From an optimization exercise on the open Yosys and OpenROAD flow, aimed at small area, a short achievable clock period and few clock cycles; shortcuts taken in it are not production practice. The RTL was checked by simulation tests, not by an equivalence proof against the original design. No activity file was given, so power comes from the tool's default toggle rates.

## char_draw_top
module char_draw_top #(
    parameter int SCREEN_W = 640,
    parameter int SCREEN_H = 480
) (
    input  logic                       clk,
    input  logic                       rst,
    input  char_draw_pkg::pixel_x_t    x,
    input  char_draw_pkg::pixel_y_t    y,
    input  char_draw_pkg::char_code_t  code,
    input  char_draw_pkg::glyph_size_t size,
    input  logic [1:0]                 mode,
    input  char_draw_pkg::color_id_t   idata_fg,
    input  char_draw_pkg::color_id_t   idata_bg,
    input  logic                       idata_vld,
    output logic                       odone,
    output char_draw_pkg::vga_addr_t   oaddr,
    output char_draw_pkg::color_id_t   odata,
    output logic                       owren
);
==> flow/config.mk <==
export PLATFORM = sky130hd
export DESIGN_NAME = char_draw_top
export DESIGN_NICKNAME = char_draw_top
export VERILOG_FILES = /design/flow/design.v
export SDC_FILE = /design/flow/constraint.sdc
export NUM_CORES = 4
export LEC_CHECK = 0
export ABC_AREA = 1
export CAP_MARGIN = 20
export CORE_MARGIN = 2
export CORE_UTILIZATION = 40
export CTS_BUF_LIST = sky130_fd_sc_hd__clkbuf_4 sky130_fd_sc_hd__clkbuf_8
export SETUP_SLACK_MARGIN = 3.0
export SLEW_MARGIN = 20
export SYNTH_MEMORY_MAX_BITS = 16384
==> flow/constraint.sdc <==
create_clock -name core_clock -period 5.0 [get_ports {clk}]
set_input_delay 1.0000 -clock core_clock [delete_from_list [all_inputs] [get_ports {clk}]]
set_output_delay 1.0000 -clock core_clock [all_outputs]
set_load 0.01 [all_outputs]
standard.sh (not shown) runs the stock make flow with config.mk's settings and CLKGATE_MAP_FILE= SYNTH_SCRIPT=/design/flow/synth_recipe.tcl, a recipe that flattens the netlist after the stock synthesis.
==> flow/flow/run.sh <==
#!/bin/bash
# The standard layout with two changes:
#  - plain buffers on the ports in place of the delay-cell buffers buffer_ports
#    picks by default;
#  - clock tree synthesis without dummy loads (cells that only load clock nets to
#    even out their delays); its other arguments are the standard ones.
# Each tool's output goes to the ORFS logs under orfs/logs/; make's own output goes
# to make_finish.log here.
set -euo pipefail
export BUFFER_PORTS_ARGS="-buffer_cell sky130_fd_sc_hd__buf_1"
export CTS_ARGS="-sink_clustering_enable -repair_clock_nets -buf_list {sky130_fd_sc_hd__clkbuf_4 sky130_fd_sc_hd__clkbuf_8} -dont_use_dummy_load"
bash standard.sh finish > make_finish.log 2>&1
Testbench counts at the start, summed over its fixed seeds: cycles 175,420.
Then changed:
--- a/flow/config.mk
+++ b/flow/config.mk
@@ -8,8 +8,8 @@
 export ABC_AREA = 1
-export CAP_MARGIN = 20
+export CAP_MARGIN = 0
 export CORE_MARGIN = 2
-export CORE_UTILIZATION = 40
+export CORE_UTILIZATION = 60
 export CTS_BUF_LIST = sky130_fd_sc_hd__clkbuf_4 sky130_fd_sc_hd__clkbuf_8
 export SETUP_SLACK_MARGIN = 3.0
-export SLEW_MARGIN = 20
+export SLEW_MARGIN = 0
 export SYNTH_MEMORY_MAX_BITS = 16384
Cell area came out lower by 2.2%; total power hardly moves; area after synthesis stays the same; maximum frequency is lower by 0.67%; via count goes up by 4.4%; worst setup slack loses 0.013 ns; wire length came out higher by 3.6%.
Then changed:
--- a/flow/config.mk
+++ b/flow/config.mk
@@ -8,3 +8,3 @@
 export ABC_AREA = 1
-export CAP_MARGIN = 0
+export CAP_MARGIN = 20
 export CORE_MARGIN = 2
@@ -13,3 +13,4 @@
 export SETUP_SLACK_MARGIN = 3.0
-export SLEW_MARGIN = 0
+export SLEW_MARGIN = 20
 export SYNTH_MEMORY_MAX_BITS = 16384
+export TNS_END_PERCENT = 5
After rerunning:
- setup slack is worse by 0.054 ns
- sequential share of layout area increases by 0.36 points
- routed wire length fell by 1.1%
- final area came out lower by 1.3%
- total power shrinks by 0.87%
- clock-buffer cell count is unchanged
- synthesized cell count is unchanged
Then changed:
==> flow/flow/run.sh (replaced) <==
#!/bin/bash
# The standard layout, with plain buffers on the ports in place of the delay-cell
# buffers buffer_ports picks by default. Each tool's output goes to the ORFS logs
# under orfs/logs/; make's own output goes to make_finish.log here.
set -euo pipefail
export BUFFER_PORTS_ARGS="-buffer_cell sky130_fd_sc_hd__buf_1"
bash standard.sh finish > make_finish.log 2>&1
--- a/flow/config.mk
+++ b/flow/config.mk
@@ -15,2 +15 @@
 export SYNTH_MEMORY_MAX_BITS = 16384
-export TNS_END_PERCENT = 5
Result: Synthesized cell count does not change; combinational power grows by 6.4%; critical path depth stays the same; synthesized area stays the same; register-to-register slack hardly moves; sequential share of layout area shrinks by 1.5 points; power grows by 18%; sequential power hardly moves.

---

char_draw_top, a different RTL version from the one above (not shown whole).
Size: ~990 cells after synthesis, about 81 I/O pins.
export LEC_CHECK = 0
export ABC_AREA = 1
export CAP_MARGIN = 20
export CORE_MARGIN = 2
export CORE_UTILIZATION = 40
export CTS_BUF_LIST = sky130_fd_sc_hd__clkbuf_4 sky130_fd_sc_hd__clkbuf_8
export SETUP_SLACK_MARGIN = 3.0
export SLEW_MARGIN = 20
export SYNTH_MEMORY_MAX_BITS = 16384
create_clock -name core_clock -period 5.0 [get_ports {clk}]
==> flow/flow/run.sh <==
#!/bin/bash
# The standard layout with two changes: plain buffers on the ports in place of the
# delay-cell buffers buffer_ports picks by default, and no second timing repair after
# global routing (the repair after clock tree synthesis already meets the margin).
# Each tool's output goes to the ORFS logs under orfs/logs/; make's own output goes
# to make_finish.log here.
set -euo pipefail
export BUFFER_PORTS_ARGS="-buffer_cell sky130_fd_sc_hd__buf_1"
export SKIP_INCREMENTAL_REPAIR=1
bash standard.sh finish > make_finish.log 2>&1
Testbench counts at the start, summed over its fixed seeds: cycles 175,420.
Change:
==> flow/flow/run.sh (replaced) <==
#!/bin/bash
# The standard layout, with plain buffers on the ports in place of the delay-cell
# buffers buffer_ports picks by default. Each tool's output goes to the ORFS logs
# under orfs/logs/; make's own output goes to make_finish.log here.
set -euo pipefail
export BUFFER_PORTS_ARGS="-buffer_cell sky130_fd_sc_hd__buf_1"
bash standard.sh finish > make_finish.log 2>&1
Non-clock buffer count grows by 1.
Power grows slightly.
Hold slack is about the same.
Core utilization climbs by 0.68 points.
Global-route usage is unchanged.
Via count rose slightly.
Cell count stays flat.
Die area is unchanged.
Setup slack gains 0.17 ns.

-- static timing again, ports no longer ideal --
No port has a modelled driver above. Below, the same layouts with a new extraction and two added sets of constraints.
Step 1 (the two cells are an assumption about what drives the block):
set clk [get_ports {clk}]
set_driving_cell -lib_cell sky130_fd_sc_hd__clkbuf_16 $clk
set_driving_cell -lib_cell sky130_fd_sc_hd__buf_2 [delete_from_list [all_inputs] $clk]
Step 2 moves the port delays by t, midway between the first and last clock arrival at a register: inputs arrive t later, outputs are due t later. That takes back most of the time a late clock gives input paths.
a / b / c = no drivers / after step 1 / after step 2; a / b = the first two.
run | shift t [ns] | setup WS [ns] | hold WS [ns]
the first run of note 1 | 0.457 | 3.050 / 3.017 / 2.799 | 0.414 / 0.414 / 0.414
the second run of note 1 | 0.452 | 3.037 / 2.999 / 2.801 | 0.412 / 0.412 / 0.412
the third run of note 1 | 0.447 | 2.983 / 2.947 / 2.799 | 0.412 / 0.412 / 0.412
the fourth run of note 1 | 0.464 | 3.022 / 2.985 / 2.742 | 0.421 / 0.421 / 0.421
the first run of note 2 | 0.475 | 2.882 / 2.882 / 2.754 | 0.421 / 0.421 / 0.421
the second run of note 2 | 0.474 | 3.047 / 3.013 / 2.771 | 0.420 / 0.420 / 0.420
After both steps every run listed still meets setup and hold. The setup slack of the fourth run of note 1, which loses most, moves by -0.037 ns with the drivers and by -0.280 ns with both steps.
